This design comes from an exercise in tuning for small area on the open sky130 flow, not from production work.
RTL that was checked went through simulation tests only; none was proved equivalent to the original.
No functional check of the RTL was part of run 2.
Power is estimated from default activity; no workload was simulated.

==> design.v <==
`default_nettype none
module cdr_bit (
  input  logic clk,
  input  logic h,
  input  logic a,
  input  logic b,
  input  logic xa,
  input  logic xb,
  output logic q
);
  always_ff @(posedge clk) q <= ~((h & q) | (a & xa) | (b & xb));
endmodule
module cdr_nand2 (
  input  logic a,
  input  logic b,
  output logic y
);
  assign y = ~(a & b);
endmodule
module cdr_and2 (
  input  logic a,
  input  logic b,
  output logic y
);
  assign y = a & b;
endmodule
module cdr_inv (
  input  logic a,
  output logic y
);
  assign y = ~a;
endmodule
module cdr_aoi3 (
  input  logic s0, d0,
  input  logic s1, d1,
  input  logic s2, d2,
  output logic y
);
  assign y = ~((s0 & d0) | (s1 & d1) | (s2 & d2));
endmodule
module cpu_data_ram #(
  parameter int DATA_WIDTH = 16,
  parameter int ADDR_WIDTH = 6
) (
  input  logic                  clk,
  input  logic                  rst_n,
  input  logic                  ram_write,
  input  logic [ADDR_WIDTH-1:0] ram_addr,
  input  logic [DATA_WIDTH-1:0] ram_wdata,
  output logic [DATA_WIDTH-1:0] ram_rdata,
  output logic                  ram_busy,
  input  logic                  host_req,
  input  logic                  host_we,
  input  logic [ADDR_WIDTH-1:0] host_addr,
  input  logic [DATA_WIDTH-1:0] host_wdata,
  output logic                  host_ack,
  output logic [DATA_WIDTH-1:0] host_rdata,
  output logic                  par_err
);
  localparam int DEPTH = 2 ** ADDR_WIDTH;    
  localparam int HI    = ADDR_WIDTH - 3;     
  localparam int NHI   = 2 ** HI;
  localparam int NGRP  = DEPTH / 3;          
  localparam int NLAST = DEPTH - 3 * NGRP;   
  logic                               st_host_q, st_ack_q;
  logic                               ph_q;
  logic [DEPTH-1:0][DATA_WIDTH-1:0]   mem_q;
  logic [DATA_WIDTH-1:0]              ram_rdata_q;
  logic [DATA_WIDTH-1:0]              host_rdata_q;
  logic                    in_host;
  logic                    host_wr;
  logic [ADDR_WIDTH-1:0]   raddr;
  logic [DATA_WIDTH-1:0]   xa, xb, rword;
  logic [NHI-1:0]          pa_hi, pb_hi, pr_hi;
  logic [7:0]              pa_lo, pb_lo, pr_lo;
  logic [DEPTH-1:0]        wa, wb, wa_n, wb_n, hold, rsel;
  logic [DATA_WIDTH-1:0][NGRP-1:0]   rgrp_n;
  logic [DATA_WIDTH-1:0][NLAST-1:0]  rlast_n;
  assign in_host = st_host_q;
  assign host_wr = in_host && host_we && !(ram_write && (ram_addr == host_addr));
  assign raddr   = in_host ? host_addr : ram_addr;
  assign xa      = host_wdata ^ {DATA_WIDTH{ph_q}};
  assign xb      = ram_wdata  ^ {DATA_WIDTH{ph_q}};
  always_comb begin
    for (int i = 0; i < NHI; i++) begin
      pa_hi[i] = host_wr   && (host_addr[ADDR_WIDTH-1:3] == HI'(i));
      pb_hi[i] = ram_write && (ram_addr[ADDR_WIDTH-1:3]  == HI'(i));
      pr_hi[i] = (raddr[ADDR_WIDTH-1:3] == HI'(i));
    end
    for (int i = 0; i < 8; i++) begin
      pa_lo[i] = (host_addr[2:0] == 3'(i));
      pb_lo[i] = (ram_addr[2:0]  == 3'(i));
      pr_lo[i] = (raddr[2:0]     == 3'(i));
    end
  end
  for (genvar w = 0; w < DEPTH; w++) begin : g_word
    cdr_nand2 u_wan (.a(pa_hi[w / 8]), .b(pa_lo[w % 8]), .y(wa_n[w]));
    cdr_nand2 u_wbn (.a(pb_hi[w / 8]), .b(pb_lo[w % 8]), .y(wb_n[w]));
    cdr_inv   u_wa  (.a(wa_n[w]), .y(wa[w]));
    cdr_inv   u_wb  (.a(wb_n[w]), .y(wb[w]));
    cdr_and2  u_h   (.a(wa_n[w]), .b(wb_n[w]), .y(hold[w]));
    cdr_and2  u_rs  (.a(pr_hi[w / 8]), .b(pr_lo[w % 8]), .y(rsel[w]));
    for (genvar j = 0; j < DATA_WIDTH; j++) begin : g_bit
      cdr_bit u_bit (
        .clk(clk),
        .h  (hold[w]),
        .a  (wa[w]),
        .b  (wb[w]),
        .xa (xa[j]),
        .xb (xb[j]),
        .q  (mem_q[w][j])
      );
    end
  end
  for (genvar g = 0; g < NGRP; g++) begin : g_rgrp
    for (genvar j = 0; j < DATA_WIDTH; j++) begin : g_rbit
      cdr_aoi3 u_aoi (
        .s0(rsel[3*g]),   .d0(mem_q[3*g][j]),
        .s1(rsel[3*g+1]), .d1(mem_q[3*g+1][j]),
        .s2(rsel[3*g+2]), .d2(mem_q[3*g+2][j]),
        .y (rgrp_n[j][g])
      );
    end
  end
  for (genvar j = 0; j < DATA_WIDTH; j++) begin : g_rlast
    for (genvar k = 0; k < NLAST; k++) begin : g_k
      cdr_nand2 u_nand (.a(rsel[3*NGRP+k]), .b(mem_q[3*NGRP+k][j]), .y(rlast_n[j][k]));
    end
  end
  for (genvar j = 0; j < DATA_WIDTH; j++) begin : g_rword
    assign rword[j] = !((&rgrp_n[j]) & (&rlast_n[j])) ^ ph_q;
  end
  always_ff @(posedge clk) ph_q <= !ph_q;
  always_ff @(posedge clk or negedge rst_n) begin
    if (!rst_n) begin
      st_host_q    <= 1'b0;
      st_ack_q     <= 1'b0;
      ram_rdata_q  <= '0;
      host_rdata_q <= '0;
    end else begin
      st_host_q <= !st_host_q && !st_ack_q && host_req;
      st_ack_q  <= st_host_q || (st_ack_q && host_req);
      if (!in_host)      ram_rdata_q  <= rword;
      else if (!host_we) host_rdata_q <= rword;
    end
  end
  assign par_err    = 1'b0;
  assign ram_rdata  = ram_rdata_q;
  assign host_rdata = host_rdata_q;
  assign ram_busy   = st_host_q;
  assign host_ack   = st_ack_q;
endmodule
`default_nettype wire
==> run.sh <==
#!/bin/bash
# synth_recipe.tcl (not shown) runs the flow's synth.tcl, then flattens the netlist and writes it again
# the make line also repeats each setting of config.mk as NAME=value (left out here)
make -C /OpenROAD-flow-scripts/flow DESIGN_CONFIG=/design/flow/config.mk WORK_HOME=/design/flow/orfs CLKGATE_MAP_FILE= SYNTH_SCRIPT=/design/flow/synth_recipe.tcl finish
==> config.mk <==
export PLATFORM = sky130hd
export DESIGN_NAME = cpu_data_ram
export DESIGN_NICKNAME = cpu_data_ram
export VERILOG_FILES = /design/flow/design.v
export SDC_FILE = /design/flow/constraint.sdc
export NUM_CORES = 4
export LEC_CHECK = 0
export CAP_MARGIN = 20
export CELL_PAD_IN_SITES_DETAIL_PLACEMENT = 2
export CELL_PAD_IN_SITES_GLOBAL_PLACEMENT = 2
export CORE_MARGIN = 2
export CORE_UTILIZATION = 22
export CTS_BUF_LIST = sky130_fd_sc_hd__clkbuf_16
export CTS_CLUSTER_DIAMETER = 80
export CTS_CLUSTER_SIZE = 25
export PLACE_DENSITY = 0.35
export SETUP_SLACK_MARGIN = 0.3
export SLEW_MARGIN = 20
export SYNTH_HIERARCHICAL = 1
==> constraint.sdc <==
create_clock -name core_clock -period 5.0 [get_ports {clk}]
set_input_delay 1.0000 -clock core_clock [delete_from_list [all_inputs] [get_ports {clk}]]
set_output_delay 1.0000 -clock core_clock [all_outputs]
set_load 0.01 [all_outputs]
==> impl_table.tex, run 1 <==
\begin{tabular}{lr}
\hline
Metric & Value \\
\hline
\multicolumn{2}{l}{\textbf{Run status}} \\
Outcome & timing/DRC/antenna clean \\
\multicolumn{2}{l}{\textbf{Clock tree}} \\
Root Buffer Master & sky130\_fd\_sc\_hd\_\_clkbuf\_16 \\
Depth of the CTS H-tree & 3 \\
Clock buffer count from CTS & between 90 and 100 \\
Clock tree from TritonCTS & built \\
Clock net sink count & 1059 \\
Hold Buf Count CTS & 0 \\
Clock edge transition at the registers on the reported setup and hold paths & 0.07 ns \\
Max Root-Sink Buffers & 3 \\
Clock latency reported for the late side of the worst-skew pair & around 0.75 ns \\
\multicolumn{2}{l}{\textbf{Synth}} \\
Post-synthesis instance total & approximately 3300 \\
Post-synthesis xor/xnor area fraction & 0.7995\% \\
Async set-reset flop share out of synthesis & under 10\% \\
Multiplexer share of the synthesized area & less than 1\% \\
Largest family of logic cells by synthesized area & compound AO/OA/AOI/OAI gates \\
Syn avg cell area & 12.12 sq um \\
Ranking of synthesized cells by area & sky130\_fd\_sc\_hd\_\_dfxtp\_1, sky130\_fd\_sc\_hd\_\_a222oi\_1, sky130\_fd\_sc\_hd\_\_dfrtp\_1 \\
Synth Register Bits & 1059 \\
Synthesized-area fraction occupied by and/or/nand/nor cells & 7.363\% \\
Number of library cell types mapped by synthesis & 36 \\
Share of synthesized cell area in full adder, half adder and majority cells & 0\% \\
Synth area leader & sky130\_fd\_sc\_hd\_\_dfxtp\_1 \\
Post-synthesis sequential area ratio & 54.19\% \\
Mapped Nets & 3304 \\
Post-synthesis cell area & 0.03944 sq mm \\
Number of synthesized flops with an enable pin & 0 \\
Leading register cell type out of synthesis & sky130\_fd\_sc\_hd\_\_dfxtp\_1 \\
Ys Warns & 8 \\
Area share of the largest cell type after synthesis & 52.03\% \\
Area fraction in compound gates after synthesis & 35.15\% \\
\multicolumn{2}{l}{\textbf{Routing}} \\
DR DRC count & 0 \\
Vias after detailed routing & 41220 \\
First drt pass iteration count & 13 \\
1st-iter DRT viols & between 9000 and 10000 \\
Average detailed-routed wire length per instance & 42.29 microns \\
Routed WL & 263.9 mm \\
Routed via count divided by cell count & 6.604 \\
Antenna Nets Post-Route & 0 \\
\multicolumn{2}{l}{\textbf{Setup path}} \\
Worst setup path end & ram\_rdata\_q[2]\$\_DFFE\_PN0N\_ \\
Kind of end point of the critical path & flop \\
Kind of start point of the critical path & input port \\
Depth of the worst register-to-register path & 12 \\
Internal reg-to-reg setup slack & about 0.55 ns \\
Maximum fanout encountered on the critical timing path & 16 \\
R2r startpoint & st\_host\_q\$\_DFF\_PN0\_ \\
Worst reg2reg path endpoint & ram\_rdata\_q[2]\$\_DFFE\_PN0N\_ \\
WS Path Type & in -> reg \\
Data required time at the worst endpoint & 5.65 ns \\
Beginning of the critical path & host\_addr[0] \\
Data arrival at the endpoint of the critical path & 5.31 ns \\
\multicolumn{2}{l}{\textbf{Flow run}} \\
Number of max-cap violations & 0 \\
\multicolumn{2}{l}{\textbf{STA}} \\
Final Hold Violating Endpoints & 0 \\
Fmax & 0.2144 GHz \\
Unrepaired setup endpoints after global routing & no \\
Final setup vio count & 0 \\
Transition time at the pin with the least slew margin & 1.185 ns \\
Minimum clock period after layout & approximately 4.7 ns \\
Slew Viols, Final & 0 \\
Share of the cycle needed by the critical path after routing & 93.26\% \\
Layout Skew & approximately 0.042 ns \\
Max-slew headroom & 20.99\% \\
\multicolumn{2}{l}{\textbf{Floorplan}} \\
Die Span Y & 427.4 microns \\
Standard-cell rows & between 150 and 200 \\
Initial core utilization & 22.13\% \\
Die Outline Area & approximately 0.18 sq mm \\
Floorplan die width & between 400 and 500 microns \\
Number of top-level pins & 84 \\
Core ar. & about 0.18 sq mm \\
\multicolumn{2}{l}{\textbf{Cells and area}} \\
Fill cell count & 19020 \\
Fraction of the core area covered by cells at the end of the flow & 28.64\% \\
Post-route non-filler standard cell count & 6241 \\
Area added between synthesis and finish & 29.43\% \\
Leading cell type in the layout, fill and taps excluded & sky130\_fd\_sc\_hd\_\_a222oi\_1 \\
Ratio of cells with drive above 1 in the final layout & around 16\% \\
Most frequent cells in the layout & sky130\_fd\_sc\_hd\_\_a222oi\_1, sky130\_fd\_sc\_hd\_\_dfxtp\_1, sky130\_fd\_sc\_hd\_\_buf\_4 \\
Number of nets at the end of the flow & 3857 \\
\multicolumn{2}{l}{\textbf{Placement}} \\
HPWL reported at the end of detailed placement & 169.7 mm \\
Quantity of I/O buffers inserted on ports & slightly above 80 \\
Total placed cells including tap cells & roughly 6100 \\
Final Wtd Congestion & around 0.80 \\
\multicolumn{2}{l}{\textbf{Power}} \\
Leakage power summed over all cells & 19.01 nW \\
Worst ir drop on vdd & 227.1 uV \\
P per Cell Area & around 460 mW/mm\^{}2 \\
\multicolumn{2}{l}{\textbf{Global route}} \\
Total track usage & 27.96\% \\
Number of antenna violations at the first check in global routing & 13 \\
First-pass GRT wire length & $\sim$360 mm \\
Pin count of the biggest net entering global routing & 65 \\
Via count of the first global-routing pass & 42060 \\
Global route overflow & 0 \\
\multicolumn{2}{l}{\textbf{Worst hold path}} \\
Worst min path class & in -> async \\
\hline
\end{tabular}
==> cell type report <==
class                           count  area (sq um)  share of cell area, %
Antenna cell                        5         12.51                0.02451
Clock buffer                       94          2352                  4.608
Clock inverter                     72         844.6                  1.654
Inverter                          134         503.0                 0.9853
Multi-Input combinational cell   2036         18170                  35.60
Sequential cell                  1059         21380                  41.87
Tap cell                         2355          2947                  5.772
Timing Repair Buffer              486          4842                  9.486
==> worst min-delay path by stage <==
stage | start | to | slack [ns]
CTS | rst_n | ram_rdata_q[11]$_DFFE_PN0N_ | 0.41
global route | rst_n | ram_rdata_q[11]$_DFFE_PN0N_ | 0.43
global placement | g_word[33].g_bit[11].u_bit.q$_DFF_P_ | g_word[33].g_bit[11].u_bit.q$_DFF_P_ | 0.44
detailed placement | g_word[63].g_bit[15].u_bit.q$_DFF_P_ | g_word[63].g_bit[15].u_bit.q$_DFF_P_ | 0.45
finish | rst_n | ram_rdata_q[11]$_DFFE_PN0N_ | 0.43
floorplan | g_word[0].g_bit[0].u_bit.q$_DFF_P_ | g_word[0].g_bit[0].u_bit.q$_DFF_P_ | 0.43
==> cells by family (layout without fill, tap and decap cells) <==
kind of cell,Yosys count,count (layout)
flip-flops,1059,1059
AND/OR/NAND/NOR,558,558
other,1,6
XOR/XNOR,36,36
buffers and inverters,160,786
AO/OA/AOI/OAI,1406,1406
multiplexers,35,35
==> modules after synthesis (local to each module, per instance) <==
| module | copies in the design | cells inside | cell area (sq um) |
|---|---|---|---|
| cpu_data_ram | 1 | 471 | 3505 |
| cdr_aoi3 | 336 | 1 | 10.01 |
| cdr_and2 | 128 | 1 | 6.256 |
| cdr_nand2 | 144 | 1 | 3.754 |
| cdr_bit | 1024 | 2 | 30.03 |
| cdr_inv | 128 | 1 | 3.754 |
==> report_power, final <==
part,leakage [nW],total (W),internal [W],switching (W)
clock,1.56,0.00792,0.00389,0.00403
combinational,8.09,0.00386,0.00190,0.00196
sequential,9.35,0.0117,0.0105,0.00128
==> Yosys cell counts (all sizes together), types with 12 or more instances <==
cell and number:
mux2i 34, inv 134, nor2 47, nand3 19
dfxtp 1025, dfrtp 34, nand2 180, nor4 16
and2 128, xor2 32, buf 12, and3 20
nor3 40, nand2b 19, o21ai 36, clkbuf 14
a222oi 1360, nand4 81
==> per-stage QoR <==
stage / total power, W / setup slack [ns] / setup TNS, ns / cell area, sq um / hold WS, ns
global placement: 0.01545 / -1.139 / -11.78 / 47680 / 0.4395
finish: 0.02352 / 0.3369 / 0 / 51050 / 0.4322
floorplan: 0.01344 / 1.327 / 0 / 39440 / 0.4329
global route: 0.02453 / 0.3324 / 0 / 51040 / 0.4275
CTS: 0.02372 / 0.3005 / 0 / 51000 / 0.4103
detailed placement: 0.01572 / -0.8995 / -7.946 / 47780 / 0.4479
==> timing repair <==
| item | in CTS | in global routing |
|---|---|---|
| endpoints found under the setup margin | 4 | 9 |
| buffers inserted | 0 | 0 |
| gates resized for setup | 4 | 8 |
| hold endpoints to repair | 0 | 0 |
| pin swaps | 5 | 8 |
==> critical path, cell delays in order <==
cell	delay [ns]
sky130_fd_sc_hd__clkdlybuf4s50_1	0.65
sky130_fd_sc_hd__inv_1	0.11
sky130_fd_sc_hd__buf_4	0.17
sky130_fd_sc_hd__a31oi_2	0.25
sky130_fd_sc_hd__nor2_2	0.16
sky130_fd_sc_hd__buf_4	0.17
sky130_fd_sc_hd__and2_1	0.23
sky130_fd_sc_hd__buf_4	0.26
sky130_fd_sc_hd__a222oi_1	0.79
sky130_fd_sc_hd__nand4_1	0.38
sky130_fd_sc_hd__buf_4	0.26
sky130_fd_sc_hd__nor4_4	0.27
sky130_fd_sc_hd__buf_4	0.20
sky130_fd_sc_hd__mux2i_1	0.21
sky130_fd_sc_hd__and3_1	0.18
==> sequential cells by signal, summed over array words and instances (netlist names) <==
signal                count
g_word.g_bit.u_bit.q   1024
host_rdata_q             16
ram_rdata_q              16
ph_q                      1
st_ack_q                  1
st_host_q                 1
==> routing by layer <==
metal	vias to the layer above	global-route usage, %	share of wire (%)
met3	318	3.234	6.1
met1	22170	36.03	41
li1	16730	-	-
met4	0	10.06	3.9
met5	-	0	0
met2	2006	47.88	49
==> inputs of run 2 (changes only) <==
==> design.v (replaced) <==
`default_nettype none
module cdr_word #(
  parameter int W = 16
) (
  input  logic         clk,
  input  logic         hold,
  input  logic         wa,
  input  logic         wb,
  input  logic [W-1:0] xa,
  input  logic [W-1:0] xb,
  output logic [W-1:0] q
);
  always_ff @(posedge clk)
    q <= ~((q & {W{hold}}) | (xa & {W{wa}}) | (xb & {W{wb}}));
endmodule
module cdr_rmux #(
  parameter int W = 16,
  parameter int N = 64
) (
  input  logic [N-1:0]        sel,
  input  logic [N-1:0][W-1:0] d,
  output logic [W-1:0]        y
);
  always_comb begin
    y = '0;
    for (int i = 0; i < N; i++) y = y | (d[i] & {W{sel[i]}});
  end
endmodule
module cpu_data_ram #(
  parameter int DATA_WIDTH = 16,
  parameter int ADDR_WIDTH = 6
) (
  input  logic                  clk,
  input  logic                  rst_n,
  input  logic                  ram_write,
  input  logic [ADDR_WIDTH-1:0] ram_addr,
  input  logic [DATA_WIDTH-1:0] ram_wdata,
  output logic [DATA_WIDTH-1:0] ram_rdata,
  output logic                  ram_busy,
  input  logic                  host_req,
  input  logic                  host_we,
  input  logic [ADDR_WIDTH-1:0] host_addr,
  input  logic [DATA_WIDTH-1:0] host_wdata,
  output logic                  host_ack,
  output logic [DATA_WIDTH-1:0] host_rdata,
  output logic                  par_err
);
  localparam int DEPTH = 2 ** ADDR_WIDTH;
  logic                               st_host_q, st_ack_q;
  logic                               ph_q;
  logic [DEPTH-1:0][DATA_WIDTH-1:0]   mem_q;
  logic [DATA_WIDTH-1:0]              ram_rdata_q;
  logic [DATA_WIDTH-1:0]              host_rdata_q;
  logic                    in_host;
  logic                    host_wr;
  logic [DEPTH-1:0]        wa, wb, hold, rsel;
  logic [ADDR_WIDTH-1:0]   raddr;
  logic [DATA_WIDTH-1:0]   xa, xb, rraw, rword;
  assign in_host = st_host_q;
  assign host_wr = in_host && host_we && !(ram_write && (ram_addr == host_addr));
  assign raddr   = in_host ? host_addr : ram_addr;
  assign xa      = host_wdata ^ {DATA_WIDTH{ph_q}};
  assign xb      = ram_wdata  ^ {DATA_WIDTH{ph_q}};
  always_comb begin
    for (int w = 0; w < DEPTH; w++) begin
      wa[w]   = host_wr   && (host_addr == ADDR_WIDTH'(w));
      wb[w]   = ram_write && (ram_addr  == ADDR_WIDTH'(w));
      hold[w] = !(wa[w] || wb[w]);
      rsel[w] = (raddr == ADDR_WIDTH'(w));
    end
  end
  for (genvar w = 0; w < DEPTH; w++) begin : g_word
    cdr_word #(.W(DATA_WIDTH)) u_word (
      .clk (clk),
      .hold(hold[w]),
      .wa  (wa[w]),
      .wb  (wb[w]),
      .xa  (xa),
      .xb  (xb),
      .q   (mem_q[w])
    );
  end
  cdr_rmux #(.W(DATA_WIDTH), .N(DEPTH)) u_rmux (
    .sel(rsel),
    .d  (mem_q),
    .y  (rraw)
  );
  assign rword = rraw ^ {DATA_WIDTH{ph_q}};
  always_ff @(posedge clk) ph_q <= !ph_q;
  always_ff @(posedge clk or negedge rst_n) begin
    if (!rst_n) begin
      st_host_q    <= 1'b0;
      st_ack_q     <= 1'b0;
      ram_rdata_q  <= '0;
      host_rdata_q <= '0;
    end else begin
      st_host_q <= !st_host_q && !st_ack_q && host_req;
      st_ack_q  <= st_host_q || (st_ack_q && host_req);
      if (!in_host)      ram_rdata_q  <= rword;
      else if (!host_we) host_rdata_q <= rword;
    end
  end
  assign par_err    = 1'b0;
  assign ram_rdata  = ram_rdata_q;
  assign host_rdata = host_rdata_q;
  assign ram_busy   = st_host_q;
  assign host_ack   = st_ack_q;
endmodule
`default_nettype wire
==> config.mk (replaced) <==
export PLATFORM = sky130hd
export DESIGN_NAME = cpu_data_ram
export DESIGN_NICKNAME = cpu_data_ram
export VERILOG_FILES = /design/flow/design.v
export SDC_FILE = /design/flow/constraint.sdc
export NUM_CORES = 4
export LEC_CHECK = 0
export CAP_MARGIN = 20
export CORE_MARGIN = 2
export CORE_UTILIZATION = 25
export PLACE_DENSITY = 0.45
export SLEW_MARGIN = 20
export SYNTH_HIERARCHICAL = 1
==> impl_table.tex, run 2 <==
\begin{tabular}{lr}
\hline
Metric & Value \\
\hline
\multicolumn{2}{l}{\textbf{STA}} \\
Final setup vio count & 2 \\
Share of the cycle needed by the critical path after routing & 100.7\% \\
Max-slew headroom & 16.19\% \\
Unrepaired setup endpoints after global routing & no \\
Final Hold Violating Endpoints & 0 \\
Fin Setup TNS & -0.06898 ns \\
Transition time at the pin with the least slew margin & 1.257 ns \\
Minimum clock period after layout & 5.035 ns \\
Fmax & 0.1986 GHz \\
Slew Viols, Final & 0 \\
Layout Skew & 0.03855 ns \\
Final worst slack & -0.03461 ns \\
\multicolumn{2}{l}{\textbf{Floorplan}} \\
Standard-cell rows & $\sim$150 \\
Core ar. & 0.1687 sq mm \\
Initial core utilization & between 20\% and 30\% \\
Die Span Y & about 420 microns \\
Floorplan die width & 415.4 microns \\
Number of top-level pins & 84 \\
Die Outline Area & 0.1726 sq mm \\
\multicolumn{2}{l}{\textbf{Worst hold path}} \\
Worst min path class & in -> async \\
\multicolumn{2}{l}{\textbf{Synth}} \\
Post-synthesis xor/xnor area fraction & around 1.1\% \\
Largest family of logic cells by synthesized area & compound AO/OA/AOI/OAI gates \\
Syn avg cell area & approximately 12 sq um \\
Post-synthesis cell area & between 0.04 and 0.05 sq mm \\
Count leader, synth & sky130\_fd\_sc\_hd\_\_dfxtp\_1 \\
Number of library cell types mapped by synthesis & 42 \\
Commonest cells in the netlist & sky130\_fd\_sc\_hd\_\_dfxtp\_1, sky130\_fd\_sc\_hd\_\_a222oi\_1, sky130\_fd\_sc\_hd\_\_a22o\_1, sky130\_fd\_sc\_hd\_\_a221oi\_1, sky130\_fd\_sc\_hd\_\_buf\_6 \\
Area share of the largest cell type after synthesis & 48.49\% \\
Area fraction in compound gates after synthesis & 36.03\% \\
Number of synthesized flops with an enable pin & 0 \\
Post-synthesis instance total & between 3000 and 4000 \\
Async set-reset flop share out of synthesis & 3.211\% \\
Synthesized-area fraction occupied by and/or/nand/nor cells & 4.535\% \\
Leading register cell type out of synthesis & sky130\_fd\_sc\_hd\_\_dfxtp\_1 \\
Ys Warns & 9 \\
Multiplexer share of the synthesized area & less than 1\% \\
Synth Register Bits & 1059 \\
Share of synthesized cell area in full adder, half adder and majority cells & 0\% \\
Post-synthesis sequential area ratio & 50.50\% \\
Synth area leader & sky130\_fd\_sc\_hd\_\_dfxtp\_1 \\
Mapped Nets & 3576 \\
Ranking of synthesized cells by area & sky130\_fd\_sc\_hd\_\_dfxtp\_1, sky130\_fd\_sc\_hd\_\_a222oi\_1, sky130\_fd\_sc\_hd\_\_a22o\_1 \\
\multicolumn{2}{l}{\textbf{Routing}} \\
Average detailed-routed wire length per instance & 34.50 microns \\
First drt pass iteration count & 14 \\
Routed met3 length & 20.19 mm \\
Total routed wire length on the met1 layer & about 85 mm \\
Antenna Nets Post-Route & 0 \\
Max layer used & met5 \\
Routed via count divided by cell count & 6.697 \\
Routed WL & 215.4 mm \\
DR DRC count & 0 \\
Total met2 wirelength after detailed routing & 101.8 mm \\
1st-iter DRT viols & between 9000 and 10000 \\
Vias after detailed routing & 41810 \\
\multicolumn{2}{l}{\textbf{Placement}} \\
Area of placed instances & 0.04901 sq mm \\
Setup Slack @ Placement & -0.5914 ns \\
HPWL reported at the end of detailed placement & 137.7 mm \\
Final Wtd Congestion & 0.9621 \\
Quantity of I/O buffers inserted on ports & 82 \\
\multicolumn{2}{l}{\textbf{Clock tree}} \\
Clock tree from TritonCTS & built \\
Clock latency reported for the late side of the worst-skew pair & 0.77 ns \\
CTS resizes & 0 \\
Clock edge transition at the registers on the reported setup and hold paths & 0.06 ns \\
Clock net sink count & 1059 \\
Hold Buf Count CTS & 0 \\
Depth of the CTS H-tree & 3 \\
Max Root-Sink Buffers & 3 \\
Clock buffer count from CTS & $\sim$110 \\
Root Buffer Master & sky130\_fd\_sc\_hd\_\_clkbuf\_16 \\
Number of buffers inserted to repair setup after CTS & 0 \\
\multicolumn{2}{l}{\textbf{Cells and area}} \\
Final instance area & approximately 0.053 sq mm \\
Ratio of cells with drive above 1 in the final layout & 24.13\% \\
Area added between synthesis and finish & 25.48\% \\
Register ranked first by flip-flop count & g\_word.u\_word.q \\
Most frequent cells in the layout & sky130\_fd\_sc\_hd\_\_a222oi\_1, sky130\_fd\_sc\_hd\_\_dfxtp\_1, sky130\_fd\_sc\_hd\_\_buf\_4 \\
Number of flip-flops under the largest register name & around 1000 \\
Number of nets at the end of the flow & 3970 \\
Largest regs & g\_word.u\_word.q: 1024 flops, host\_rdata\_q: 16 flops, ram\_rdata\_q: 16 flops \\
\multicolumn{2}{l}{\textbf{Global route}} \\
Global route overflow & 0 \\
Pin count of the biggest net entering global routing & 65 \\
First-pass GRT wire length & 304.9 mm \\
Via count of the first global-routing pass & 39730 \\
Number of antenna violations at the first check in global routing & 8 \\
Total track usage & a little under a quarter \\
\multicolumn{2}{l}{\textbf{Power}} \\
Leakage power summed over all cells & 18.60 nW \\
Worst ir drop on vdd & $\sim$300 uV \\
P per Cell Area & around 460 mW/mm\^{}2 \\
\multicolumn{2}{l}{\textbf{Run status}} \\
SO Faults & negative setup slack \\
Outcome & finished with violations \\
\multicolumn{2}{l}{\textbf{Setup path}} \\
Data required time at the worst endpoint & 5.64 ns \\
Kind of end point of the critical path & flop \\
Maximum fanout encountered on the critical timing path & 13 \\
WS Path Type & in -> reg \\
Data arrival at the endpoint of the critical path & 5.67 ns \\
Kind of start point of the critical path & input port \\
\multicolumn{2}{l}{\textbf{Flow run}} \\
Number of max-cap violations & 0 \\
\hline
\end{tabular}
## run 2: kinds of logic (layout without fill, tap and decap cells)
kind of cell | Yosys count | after routing
flip-flops | 1059 | 1059
other | 1 | 6
multiplexers | 34 | 34
AO/OA/AOI/OAI | 1611 | 1611
buffers and inverters | 387 | 880
AND/OR/NAND/NOR | 381 | 381
XOR/XNOR | 54 | 54
## run 2: worst paths after layout
path                                                 start                              end  slack (ns)  cells after the start
max in group asynchronous                            rst_n              st_host_q$_DFF_PN0_        3.91                      1
hold reg to reg            g_word[38].u_word.q[14]$_DFF_P_  g_word[38].u_word.q[14]$_DFF_P_        0.46                      1
setup reg to reg                       st_host_q$_DFF_PN0_      host_rdata_q[2]$_DFFE_PN0P_        0.13                     11
hold / removal                                       rst_n              st_host_q$_DFF_PN0_        0.41                      1
min in group core_clock    g_word[38].u_word.q[14]$_DFF_P_  g_word[38].u_word.q[14]$_DFF_P_        0.46                      1
setup / recovery                              host_addr[3]      host_rdata_q[2]$_DFFE_PN0P_       -0.03                     13
## run 2: metal layers
metal  global-route usage, %  up-vias
met5                       0        -
met4                   8.419       12
met3                   3.870      405
met2                   39.63     2570
met1                   30.92    21770
li1                        -    17060
## run 2: power breakdown
| group | internal [W] | switching, W |
|---|---|---|
| Combinational | 0.00217 | 0.00168 |
| Sequential | 0.0105 | 0.00117 |
| Clock | 0.00526 | 0.00375 |
## run 2: area by class of cell
cell class                      count  area, sq um
Fill cell                       17140       115600
Sequential cell                  1059        21380
Multi-Input combinational cell   2081        19280
Timing Repair Buffer              660         5638
Clock buffer                      171         3512
Tap cell                         2218         2775
Clock inverter                     44        493.0
Inverter                            5        18.77
Antenna cell                        5        12.51
## run 2: metrics by stage
stage | util, % | total power [W] | hold slack [ns] | std cells
after global placement | 28.98 | 0.01551 | 0.4468 | 6017
after CTS | 31.42 | 0.02458 | 0.4073 | 6234
after detailed placement | 29.05 | 0.01562 | 0.4535 | 6019
after floorplan | - | 0.01383 | 0.4377 | 3527
final | 31.48 | 0.02451 | 0.4103 | 6243
after global routing | 31.47 | 0.02539 | 0.4613 | 6238
## run 2: critical path, cell delays in order
cell                              delay [ns]
sky130_fd_sc_hd__clkdlybuf4s50_1        0.70
sky130_fd_sc_hd__buf_4                  0.28
sky130_fd_sc_hd__nor2b_1                0.10
sky130_fd_sc_hd__mux2i_2                0.16
sky130_fd_sc_hd__buf_4                  0.37
sky130_fd_sc_hd__nor3_2                 0.21
sky130_fd_sc_hd__buf_4                  0.24
sky130_fd_sc_hd__a221oi_1               0.93
sky130_fd_sc_hd__nand4_1                0.41
sky130_fd_sc_hd__buf_12                 0.25
sky130_fd_sc_hd__or4_1                  0.50
sky130_fd_sc_hd__xor2_1                 0.18
sky130_fd_sc_hd__mux2_2                 0.30

[separate check: timing with driven ports]
The results above use ideal ports. As a check the final layouts listed here were re-extracted and re-timed, cells and wires unchanged.
Step 1 assumes that a clkbuf_16 drives the clock port and a buf_2 every other input.
Step 2, shift: input delay + t, output delay - t, t = (earliest + latest rising clock arrival at the registers) / 2. This alone moves slack from input paths to output paths.
a / b / c = ideal ports / drivers / drivers and shift; a / b = the first two.
run	t (ns)	slack for setup (ns)	worst data-port slew with drivers (ns)
run 1	0.810	0.337 / 0.378 / -0.432	0.14
run 2	0.832	-0.035 / 0.018 / -0.814	0.11
With both steps, setup timing fails in run 1, where it was met with ideal ports. The setup slack of run 2, which loses most, moves by +0.053 ns with the drivers and by -0.779 ns with both steps.
